This is an optimization exercise on Yosys and OpenROAD, whose aim is small area, a short achievable clock period and few clock cycles, not a production implementation. RTL that was checked went through simulation tests only; none was proved equivalent to the original.

==> run a: inputs <==
==> flow/design.v (excerpt) <==
module fft_top (
    input  logic       clk,
    input  logic       rst,
    input  logic [2:0] log2n,
    input  logic [7:0] data_in,
    input  logic       data_in_valid,
    output logic       fft_ready,
    output logic       done,
    output logic       error,
    output logic [7:0] data_out,
    output logic       data_out_valid
);
    function automatic logic [4:0] perm(input logic [14:0] sel, input logic [4:0] i);
        for (int k = 0; k < 5; k++) perm[k] = i[sel[3*k +: 3]];
    endfunction
    function automatic logic [14:0] rev_after(input logic [14:0] sel, input logic [2:0] l);
        logic [2:0] j;
        for (int k = 0; k < 5; k++) begin
            j = sel[3*k +: 3];
            rev_after[3*k +: 3] = (j < l) ? 3'(l - 3'd1 - j) : j;
        end
    endfunction
    localparam logic [14:0] SEL_ID = {3'd4, 3'd3, 3'd2, 3'd1, 3'd0};
    function automatic logic [2:0] perm3(input logic [5:0] sel, input logic [2:0] i);
        for (int k = 0; k < 3; k++) perm3[k] = i[sel[2*k +: 2]];
    endfunction
    function automatic logic [5:0] rev_after3(input logic [5:0] sel, input logic [1:0] l);
        logic [1:0] j;
  ...
==> flow/config.mk <==
export PLATFORM = sky130hd
export DESIGN_NAME = fft_top
export DESIGN_NICKNAME = fft_top
export VERILOG_FILES = /design/flow/design.v
export SDC_FILE = /design/flow/constraint.sdc
export NUM_CORES = 4
export LEC_CHECK = 0
export ABC_AREA = 1
export CAP_MARGIN = 20
export CORE_MARGIN = 2
export CORE_UTILIZATION = 40
export SLEW_MARGIN = 20
==> flow/constraint.sdc <==
create_clock -name core_clock -period 15.0 [get_ports {clk}]
set_input_delay 3.0000 -clock core_clock [delete_from_list [all_inputs] [get_ports {clk}]]
set_output_delay 3.0000 -clock core_clock [all_outputs]
set_load 0.01 [all_outputs]
run.sh (not shown) runs the stock make flow with config.mk's settings and CLKGATE_MAP_FILE= SYNTH_SCRIPT=/design/flow/synth_recipe.tcl, a recipe that flattens the netlist after the stock synthesis.
==> run b: changes against run a <==
--- a/flow/design.v
+++ b/flow/design.v
@@ -155,15 +155,15 @@
             4'd7, 4'd8, 4'd9: twiddle = 8'h0A;
             4'd10, 4'd11:     twiddle = 8'h9A;
             4'd12:            twiddle = 8'h99;
             4'd13, 4'd14:     twiddle = 8'hA9;
             default:          twiddle = 8'hA0;
         endcase
     endfunction
-    localparam int P = (S >= 2) ? 1 : 0;
+    localparam int P = (S >= 3) ? 1 : 0;
     localparam int L = D + P;    
     logic [S:0] p_q, p_n;
     logic       bf_q;
     assign p_n = nx_sof ? '0 : p_q + 1'b1;
     always_ff @(posedge clk) begin
         p_q  <= p_n;
         bf_q <= p_n[S];
@@ -224,31 +224,45 @@
     assign pr_re = fpair(head[7:4], b[7:4]);
     assign pr_im = fpair(head[3:0], b[3:0]);
     assign out_n = bf ? {pr_re[7:4], pr_im[7:4]} : head;
     assign dl_in = bf ? {pr_re[3:0], pr_im[3:0]} : b;
     always_ff @(posedge clk) begin
         dl[0] <= dl_in;
         for (int i = 1; i < D; i++) dl[i] <= dl[i-1];
-        y <= out_n;
         ts[0] <= x_sof;
         for (int i = 1; i < L; i++) ts[i] <= ts[i-1];
-        y_sof <= ts[L-1];
     end
     always_ff @(posedge clk or negedge rst) begin
         if (!rst) begin
-            tv  <= '0;
-            y_v <= 1'b0;
+            tv <= '0;
         end else begin
             tv[0] <= x_v;
             for (int i = 1; i < L; i++) tv[i] <= tv[i-1];
-            y_v <= tv[L-1];
         end
     end
-    assign ny_v   = tv[L-1];
-    assign ny_sof = ts[L-1];
+    generate
+        if (S == 0) begin : g_comb_out
+            assign y      = out_n;
+            assign y_v    = tv[L-1];
+            assign y_sof  = ts[L-1];
+            assign ny_v   = x_v;
+            assign ny_sof = x_sof;
+        end else begin : g_reg_out
+            always_ff @(posedge clk) begin
+                y     <= out_n;
+                y_sof <= ts[L-1];
+            end
+            always_ff @(posedge clk or negedge rst) begin
+                if (!rst) y_v <= 1'b0;
+                else      y_v <= tv[L-1];
+            end
+            assign ny_v   = tv[L-1];
+            assign ny_sof = ts[L-1];
+        end
+    endgenerate
 endmodule
 module fft_top (
     input  logic       clk,
     input  logic       rst,
     input  logic [2:0] log2n,
     input  logic [7:0] data_in,
     input  logic       data_in_valid,
@@ -276,88 +290,95 @@
         logic [1:0] j;
         for (int k = 0; k < 3; k++) begin
             j = sel[2*k +: 2];
             rev_after3[2*k +: 2] = (j < l) ? 2'(l - 2'd1 - j) : j;
         end
     endfunction
     localparam logic [5:0] SEL3_ID = {2'd2, 2'd1, 2'd0};
+    logic       rdy;          
+    logic       rdy_n;
     logic       ld;           
     logic       lb;           
     logic       pnd_m, pnd_s; 
     logic       s_old;        
     logic [4:0] cnt;          
     logic [2:0] fl;           
     logic       at_last;      
     logic       log2n_ok, first_acc, take_more, last_take;
     logic       rfree, rsoon, start_m, start_s, side_av, to_side;
     logic       ractive, rb;
     logic [4:0] rcnt, rnm1;
     assign log2n_ok  = (log2n != 3'd0) && (log2n <= 3'd5);
-    assign first_acc = data_in_valid && fft_ready && log2n_ok;
+    assign first_acc = data_in_valid && rdy && log2n_ok;
     assign take_more = data_in_valid && ld;
     assign at_last   = (cnt == 5'((6'd1 << fl) - 6'd2));
     assign last_take = take_more && at_last;
     assign rfree   = !ractive || (rcnt == rnm1);
     assign rsoon   = rfree || (rcnt == rnm1 - 5'd1);
     assign start_m = rfree && pnd_m && !(pnd_s && s_old);
     assign start_s = rfree && pnd_s && !(pnd_m && !s_old);
     assign side_av = !pnd_s && !(ld && lb);
     assign to_side = !log2n[2] && side_av;
+    logic w_av, l_av, pm_keep, ps_keep;
+    assign w_av    = !pnd_m || start_m;                           
+    assign l_av    = at_last && (lb ? w_av : (rsoon && !pnd_s));   
+    assign pm_keep = pnd_m && !start_m;
+    assign ps_keep = pnd_s && !start_s;
+    assign rdy_n   = data_in_valid ? (rdy ? !log2n_ok : (ld ? l_av : w_av))
+                                   : (rdy || (!ld && w_av));
+    always_ff @(posedge clk) fft_ready <= rdy_n;
     logic       in_v, in_first;
     logic [7:0] in_d;
     logic [2:0] in_l;
     always_ff @(posedge clk or negedge rst) begin
         if (!rst) begin
-            fft_ready <= 1'b1;
+            rdy       <= 1'b1;
             ld        <= 1'b0;
             lb        <= 1'b0;
             pnd_m     <= 1'b0;
             pnd_s     <= 1'b0;
             s_old     <= 1'b0;
             error     <= 1'b0;
             in_v      <= 1'b0;
             in_first  <= 1'b0;
         end else begin
-            if (fft_ready)      fft_ready <= !first_acc;
-            else if (ld)        fft_ready <= last_take && (lb ? (!pnd_m || start_m) : (rsoon && !pnd_s));
-            else                fft_ready <= !pnd_m || start_m;
-            ld    <= first_acc || (ld && !last_take);
-            if (first_acc) lb <= to_side;
-            pnd_m <= (pnd_m && !start_m) || (last_take && !lb);
-            pnd_s <= (pnd_s && !start_s) || (last_take && lb);
-            if (last_take) s_old <= !lb && pnd_s && !start_s;
-            error    <= fft_ready && data_in_valid && !log2n_ok;
-            in_v     <= first_acc || take_more;
-            in_first <= first_acc;
+            rdy      <= rdy_n;
+            ld       <= data_in_valid ? (rdy ? log2n_ok : (ld && !at_last)) : ld;
+            lb       <= (data_in_valid && rdy) ? (log2n_ok ? to_side : lb) : lb;
+            pnd_m    <= (data_in_valid && ld && at_last && !lb) || pm_keep;
+            pnd_s    <= (data_in_valid && ld && at_last && lb) || ps_keep;
+            s_old    <= (data_in_valid && ld && at_last) ? (!lb && ps_keep) : s_old;
+            error    <= data_in_valid && rdy && !log2n_ok;
+            in_v     <= data_in_valid && (rdy ? log2n_ok : ld);
+            in_first <= data_in_valid && rdy && log2n_ok;
         end
     end
     always_ff @(posedge clk) begin
-        if (fft_ready) begin
+        if (rdy) begin
             fl  <= log2n;    
             cnt <= 5'd0;
         end else if (data_in_valid) begin
             cnt <= cnt + 5'd1;
         end
         in_d <= data_in;
         in_l <= log2n;
     end
     logic [7:0]  mem [0:31];
     logic [7:0]  smem [0:7];
     logic [14:0] wsel, rsel;
     logic [5:0]  wsel_s, rsel_s;
     logic [2:0]  wl;
     logic [1:0]  wl_s;
-    logic [4:0]  wcnt, waddr, raddr;
+    logic [4:0]  waddr, raddr;
     logic [2:0]  waddr_s, raddr_s;
-    assign waddr   = in_first ? 5'd0 : perm(wsel, wcnt);
-    assign waddr_s = in_first ? 3'd0 : perm3(wsel_s, wcnt[2:0]);
+    assign waddr   = perm(wsel, cnt);
+    assign waddr_s = perm3(wsel_s, cnt[2:0]);
     always_ff @(posedge clk) begin
         if (in_v && !lb) mem[waddr] <= in_d;
         if (in_v && lb)  smem[waddr_s] <= in_d;
-        if (in_v)        wcnt <= in_first ? 5'd1 : wcnt + 5'd1;
     end
     always_ff @(posedge clk or negedge rst) begin
         if (!rst) begin
             wsel   <= SEL_ID;
             wl     <= 3'd0;
             wsel_s <= SEL3_ID;
             wl_s   <= 2'd0;
@@ -417,10 +438,10 @@
                                  .y(x4), .y_v(v4), .y_sof(f4), .ny_v(nv4), .ny_sof(nf4));
     fp4_sdf_stage #(.S(4)) u_s4 (.clk(clk), .rst(rst), .x(x4), .x_v(v4), .x_sof(f4), .nx_sof(nf4),
                                  .y(x5), .y_v(v5), .y_sof(f5), .ny_v(nv5), .ny_sof(nf5));
     assign data_out       = x5;
     assign data_out_valid = v5;
     always_ff @(posedge clk or negedge rst) begin
         if (!rst) done <= 1'b0;
-        else      done <= nv5 & nf5;
+        else      done <= start_m || start_s;    
     end
 endmodule
==> flow/flow/run.sh (new file) <==
#!/bin/bash
# Standard layout, with the resizer asked for more setup slack than the default
# (same clock, same constraints): its repair_timing steps then also speed up
# the port buffers and the register-to-register paths.
set -euo pipefail
export SETUP_SLACK_MARGIN=${MARGIN:-11.3}
bash standard.sh > make_finish.log 2>&1
==> flow/standard.sh (new file) <==
#!/bin/bash
# synth_recipe.tcl (not shown) runs the flow's synth.tcl, then flattens the netlist and writes it again
# the make line also repeats each setting of config.mk as NAME=value (left out here)
make -C /OpenROAD-flow-scripts/flow DESIGN_CONFIG=/design/flow/config.mk WORK_HOME=/design/flow/orfs CLKGATE_MAP_FILE= SYNTH_SCRIPT=/design/flow/synth_recipe.tcl "${@:-finish}"
==> flow/config.mk (replaced) <==
export PLATFORM = sky130hd
export DESIGN_NAME = fft_top
export DESIGN_NICKNAME = fft_top
export VERILOG_FILES = /design/flow/design.v
export SDC_FILE = /design/flow/constraint.sdc
export NUM_CORES = 4
export LEC_CHECK = 0
export ABC_AREA = 1
export CAP_MARGIN = 20
export CORE_MARGIN = 2
export CORE_UTILIZATION = 60
export CTS_CLUSTER_DIAMETER = 90
export CTS_CLUSTER_SIZE = 25
export SLEW_MARGIN = 20
removed: flow/run.sh
==> run c: changes against run a <==
--- a/flow/design.v
+++ b/flow/design.v
@@ -276,66 +276,74 @@
         logic [1:0] j;
         for (int k = 0; k < 3; k++) begin
             j = sel[2*k +: 2];
             rev_after3[2*k +: 2] = (j < l) ? 2'(l - 2'd1 - j) : j;
         end
     endfunction
     localparam logic [5:0] SEL3_ID = {2'd2, 2'd1, 2'd0};
+    logic       rdy;          
+    logic       rdy_n;
     logic       ld;           
     logic       lb;           
     logic       pnd_m, pnd_s; 
     logic       s_old;        
     logic [4:0] cnt;          
     logic [2:0] fl;           
     logic       at_last;      
     logic       log2n_ok, first_acc, take_more, last_take;
     logic       rfree, rsoon, start_m, start_s, side_av, to_side;
     logic       ractive, rb;
     logic [4:0] rcnt, rnm1;
     assign log2n_ok  = (log2n != 3'd0) && (log2n <= 3'd5);
-    assign first_acc = data_in_valid && fft_ready && log2n_ok;
+    assign first_acc = data_in_valid && rdy && log2n_ok;
     assign take_more = data_in_valid && ld;
     assign at_last   = (cnt == 5'((6'd1 << fl) - 6'd2));
     assign last_take = take_more && at_last;
     assign rfree   = !ractive || (rcnt == rnm1);
     assign rsoon   = rfree || (rcnt == rnm1 - 5'd1);
     assign start_m = rfree && pnd_m && !(pnd_s && s_old);
     assign start_s = rfree && pnd_s && !(pnd_m && !s_old);
     assign side_av = !pnd_s && !(ld && lb);
     assign to_side = !log2n[2] && side_av;
+    logic w_av, l_av, pm_keep, ps_keep;
+    assign w_av    = !pnd_m || start_m;                           
+    assign l_av    = at_last && (lb ? w_av : (rsoon && !pnd_s));   
+    assign pm_keep = pnd_m && !start_m;
+    assign ps_keep = pnd_s && !start_s;
+    assign rdy_n   = data_in_valid ? (rdy ? !log2n_ok : (ld ? l_av : w_av))
+                                   : (rdy || (!ld && w_av));
+    always_ff @(posedge clk) fft_ready <= rdy_n;
     logic       in_v, in_first;
     logic [7:0] in_d;
     logic [2:0] in_l;
     always_ff @(posedge clk or negedge rst) begin
         if (!rst) begin
-            fft_ready <= 1'b1;
+            rdy       <= 1'b1;
             ld        <= 1'b0;
             lb        <= 1'b0;
             pnd_m     <= 1'b0;
             pnd_s     <= 1'b0;
             s_old     <= 1'b0;
             error     <= 1'b0;
             in_v      <= 1'b0;
             in_first  <= 1'b0;
         end else begin
-            if (fft_ready)      fft_ready <= !first_acc;
-            else if (ld)        fft_ready <= last_take && (lb ? (!pnd_m || start_m) : (rsoon && !pnd_s));
-            else                fft_ready <= !pnd_m || start_m;
-            ld    <= first_acc || (ld && !last_take);
-            if (first_acc) lb <= to_side;
-            pnd_m <= (pnd_m && !start_m) || (last_take && !lb);
-            pnd_s <= (pnd_s && !start_s) || (last_take && lb);
-            if (last_take) s_old <= !lb && pnd_s && !start_s;
-            error    <= fft_ready && data_in_valid && !log2n_ok;
-            in_v     <= first_acc || take_more;
-            in_first <= first_acc;
+            rdy      <= rdy_n;
+            ld       <= data_in_valid ? (rdy ? log2n_ok : (ld && !at_last)) : ld;
+            lb       <= (data_in_valid && rdy) ? (log2n_ok ? to_side : lb) : lb;
+            pnd_m    <= (data_in_valid && ld && at_last && !lb) || pm_keep;
+            pnd_s    <= (data_in_valid && ld && at_last && lb) || ps_keep;
+            s_old    <= (data_in_valid && ld && at_last) ? (!lb && ps_keep) : s_old;
+            error    <= data_in_valid && rdy && !log2n_ok;
+            in_v     <= data_in_valid && (rdy ? log2n_ok : ld);
+            in_first <= data_in_valid && rdy && log2n_ok;
         end
     end
     always_ff @(posedge clk) begin
-        if (fft_ready) begin
+        if (rdy) begin
             fl  <= log2n;    
             cnt <= 5'd0;
         end else if (data_in_valid) begin
             cnt <= cnt + 5'd1;
         end
         in_d <= data_in;
         in_l <= log2n;
@@ -417,10 +425,10 @@
                                  .y(x4), .y_v(v4), .y_sof(f4), .ny_v(nv4), .ny_sof(nf4));
     fp4_sdf_stage #(.S(4)) u_s4 (.clk(clk), .rst(rst), .x(x4), .x_v(v4), .x_sof(f4), .nx_sof(nf4),
                                  .y(x5), .y_v(v5), .y_sof(f5), .ny_v(nv5), .ny_sof(nf5));
     assign data_out       = x5;
     assign data_out_valid = v5;
     always_ff @(posedge clk or negedge rst) begin
         if (!rst) done <= 1'b0;
-        else      done <= nv5 & nf5;
+        else      done <= start_m || start_s;    
     end
 endmodule
==> flow/flow/run.sh (new file) <==
#!/bin/bash
# Standard layout, with the resizer asked for more setup slack than the default
# (same clock, same constraints): its repair_timing steps then also speed up
# the port buffers and the register-to-register paths.
set -euo pipefail
export SETUP_SLACK_MARGIN=${MARGIN:-11.3}
bash standard.sh > make_finish.log 2>&1
==> flow/standard.sh (new file) <==
#!/bin/bash
# synth_recipe.tcl (not shown) runs the flow's synth.tcl, then flattens the netlist and writes it again
# the make line also repeats each setting of config.mk as NAME=value (left out here)
make -C /OpenROAD-flow-scripts/flow DESIGN_CONFIG=/design/flow/config.mk WORK_HOME=/design/flow/orfs CLKGATE_MAP_FILE= SYNTH_SCRIPT=/design/flow/synth_recipe.tcl "${@:-finish}"
--- a/flow/config.mk
+++ b/flow/config.mk
@@ -5,8 +5,10 @@
 export SDC_FILE = /design/flow/constraint.sdc
 export NUM_CORES = 4
 export LEC_CHECK = 0
 export ABC_AREA = 1
 export CAP_MARGIN = 20
 export CORE_MARGIN = 2
 export CORE_UTILIZATION = 40
+export CTS_CLUSTER_DIAMETER = 90
+export CTS_CLUSTER_SIZE = 25
 export SLEW_MARGIN = 20
removed: flow/run.sh
==> run d: changes against run a <==
--- a/flow/design.v
+++ b/flow/design.v
@@ -276,66 +276,75 @@
         logic [1:0] j;
         for (int k = 0; k < 3; k++) begin
             j = sel[2*k +: 2];
             rev_after3[2*k +: 2] = (j < l) ? 2'(l - 2'd1 - j) : j;
         end
     endfunction
     localparam logic [5:0] SEL3_ID = {2'd2, 2'd1, 2'd0};
+    logic       rdy;          
+    logic       rdy_n;
     logic       ld;           
     logic       lb;           
     logic       pnd_m, pnd_s; 
     logic       s_old;        
     logic [4:0] cnt;          
     logic [2:0] fl;           
     logic       at_last;      
     logic       log2n_ok, first_acc, take_more, last_take;
     logic       rfree, rsoon, start_m, start_s, side_av, to_side;
     logic       ractive, rb;
     logic [4:0] rcnt, rnm1;
     assign log2n_ok  = (log2n != 3'd0) && (log2n <= 3'd5);
-    assign first_acc = data_in_valid && fft_ready && log2n_ok;
+    assign first_acc = data_in_valid && rdy && log2n_ok;
     assign take_more = data_in_valid && ld;
     assign at_last   = (cnt == 5'((6'd1 << fl) - 6'd2));
     assign last_take = take_more && at_last;
     assign rfree   = !ractive || (rcnt == rnm1);
     assign rsoon   = rfree || (rcnt == rnm1 - 5'd1);
     assign start_m = rfree && pnd_m && !(pnd_s && s_old);
     assign start_s = rfree && pnd_s && !(pnd_m && !s_old);
     assign side_av = !pnd_s && !(ld && lb);
     assign to_side = !log2n[2] && side_av;
+    always_comb begin
+        if (rdy)     rdy_n = !first_acc;
+        else if (ld) rdy_n = last_take && (lb ? (!pnd_m || start_m) : (rsoon && !pnd_s));
+        else         rdy_n = !pnd_m || start_m;
+    end
+    always_ff @(posedge clk or negedge rst) begin
+        if (!rst) fft_ready <= 1'b0;
+        else      fft_ready <= rdy_n;
+    end
     logic       in_v, in_first;
     logic [7:0] in_d;
     logic [2:0] in_l;
     always_ff @(posedge clk or negedge rst) begin
         if (!rst) begin
-            fft_ready <= 1'b1;
+            rdy       <= 1'b1;
             ld        <= 1'b0;
             lb        <= 1'b0;
             pnd_m     <= 1'b0;
             pnd_s     <= 1'b0;
             s_old     <= 1'b0;
             error     <= 1'b0;
             in_v      <= 1'b0;
             in_first  <= 1'b0;
         end else begin
-            if (fft_ready)      fft_ready <= !first_acc;
-            else if (ld)        fft_ready <= last_take && (lb ? (!pnd_m || start_m) : (rsoon && !pnd_s));
-            else                fft_ready <= !pnd_m || start_m;
+            rdy <= rdy_n;
             ld    <= first_acc || (ld && !last_take);
             if (first_acc) lb <= to_side;
             pnd_m <= (pnd_m && !start_m) || (last_take && !lb);
             pnd_s <= (pnd_s && !start_s) || (last_take && lb);
             if (last_take) s_old <= !lb && pnd_s && !start_s;
-            error    <= fft_ready && data_in_valid && !log2n_ok;
+            error    <= rdy && data_in_valid && !log2n_ok;
             in_v     <= first_acc || take_more;
             in_first <= first_acc;
         end
     end
     always_ff @(posedge clk) begin
-        if (fft_ready) begin
+        if (rdy) begin
             fl  <= log2n;    
             cnt <= 5'd0;
         end else if (data_in_valid) begin
             cnt <= cnt + 5'd1;
         end
         in_d <= data_in;
         in_l <= log2n;
@@ -417,10 +426,10 @@
                                  .y(x4), .y_v(v4), .y_sof(f4), .ny_v(nv4), .ny_sof(nf4));
     fp4_sdf_stage #(.S(4)) u_s4 (.clk(clk), .rst(rst), .x(x4), .x_v(v4), .x_sof(f4), .nx_sof(nf4),
                                  .y(x5), .y_v(v5), .y_sof(f5), .ny_v(nv5), .ny_sof(nf5));
     assign data_out       = x5;
     assign data_out_valid = v5;
     always_ff @(posedge clk or negedge rst) begin
         if (!rst) done <= 1'b0;
-        else      done <= nv5 & nf5;
+        else      done <= start_m || start_s;    
     end
 endmodule
==> flow/flow/run.sh (new file) <==
#!/bin/bash
# Standard layout, with the resizer asked for more setup slack than the default
# (same clock, same constraints): its repair_timing steps then also speed up
# the port buffers and the register-to-register paths.
set -euo pipefail
export SETUP_SLACK_MARGIN=${MARGIN:-11.3}
bash standard.sh > make_finish.log 2>&1
==> flow/standard.sh (new file) <==
#!/bin/bash
# synth_recipe.tcl (not shown) runs the flow's synth.tcl, then flattens the netlist and writes it again
# the make line also repeats each setting of config.mk as NAME=value (left out here)
make -C /OpenROAD-flow-scripts/flow DESIGN_CONFIG=/design/flow/config.mk WORK_HOME=/design/flow/orfs CLKGATE_MAP_FILE= SYNTH_SCRIPT=/design/flow/synth_recipe.tcl "${@:-finish}"
--- a/flow/config.mk
+++ b/flow/config.mk
@@ -5,8 +5,10 @@
 export SDC_FILE = /design/flow/constraint.sdc
 export NUM_CORES = 4
 export LEC_CHECK = 0
 export ABC_AREA = 1
 export CAP_MARGIN = 20
 export CORE_MARGIN = 2
 export CORE_UTILIZATION = 40
+export CTS_CLUSTER_DIAMETER = 100
+export CTS_CLUSTER_SIZE = 30
 export SLEW_MARGIN = 20
removed: flow/run.sh
==> flow_summary.ini <==
[die]
die_area_um2 = 106000

[final_layout]
comb.multi_input.count = 3197
buffer_area_frac = 0.0212
final_util = 0.437

[synthesis]
synth_fa_ha_area_frac = 0.0576

[status]
status = finished clean

[timing]
period_share = 0.278

[global_routing]
antenna_found_initial = 0
The numbers above come from run d.

==> flow_summary.ini <==
[final_layout]
antenna_cells = 0
buffer_area_frac = 0.0249
final_util = 0.657
seq_cell_count = 843
comb.multi_input.count = 3169

[setup_path]
cp_cell_sequence = buf_2
critPathLaunch = error

[status]
status = finished clean

[die]
ios = 26

[synthesis]
yosys_warnings = 11

[timing]
hold_slack_ns = 0.325
rsz0062_at_grt = true
period_share = 0.274

[drt]
wl_met2_mm = 42.3

[global_routing]
antenna_found_initial = 0

[clock_network]
cts-root-buf = clkbuf_16
The numbers above come from run b.

==> flow_summary.ini <==
[global_routing]
antenna_found_initial = 1
busiest_layer = met2

[final_layout]
comb.multi_input.count = 3195
final_util = 0.447
reg_top3 = mem (256), u_s4.dl (128)
buffer_area_frac = 0.0101

[setup_path]
cp_cell_sequence = clkdlybuf4s50_1
cp-endpoint = fft_ready

[timing]
period_share = 0.325

[synthesis]
synth_compound_area_frac = 0.129
synth_fa_ha_area_frac = 0.0570

[status]
status = finished clean
The numbers above come from run a.

==> flow_summary.ini <==
[status]
status = finished clean

[die]
die_area_um2 = 105000
ios = 26

[synthesis]
synth_top_family_by_area = simple AND/OR/NAND/NOR gates
synth_fa_ha_area_frac = 0.0578

[final_layout]
comb.multi_input.count = 3184
buffer_area_frac = 0.0304
final_util = 0.446
fin_area_um2 = 45500
clock_area_frac = 0.0334

[setup_path]
cp-endpoint = done

[timing]
period_share = 0.278
The numbers above come from run c.

Testbench counts of run a, summed over its fixed seeds: cycles 4,837.
Testbench counts of run c, summed over its fixed seeds: cycles 4,837.
Testbench counts of run d, summed over its fixed seeds: cycles 4,837.
Function not checked in run b: the RTL went through the layout flow alone.

[separate check: timing with driven ports]
The results above use ideal ports. As a check the final layouts listed here were re-extracted and re-timed, cells and wires unchanged. Step 1: set_driving_cell puts a clkbuf_16 on clk and a buf_2 on each other input, an assumption about the parent block. Step 2, shift: input delay + t, output delay - t, t = (earliest + latest rising clock arrival at the registers) / 2. This alone moves slack from input paths to output paths. Slacks: no drivers / after step 1 / after step 2; pairs: no drivers / after step 1.
| run | t (ns) | setup WS [ns] | pins driven straight from the clock port |
|---|---|---|---|
| run a | 0.724 | 10.129 / 10.063 / 9.984 | 1 |
| run b | 0.665 | 10.888 / 10.821 / 10.815 | 1 |
| run c | 0.712 | 10.830 / 10.758 / 10.745 | 1 |
| run d | 0.683 | 10.826 / 10.760 / 10.637 | 1 |
After both steps every run listed still meets setup and hold. The setup slack of run d, which loses most, moves by -0.066 ns with the drivers and by -0.189 ns with both steps.
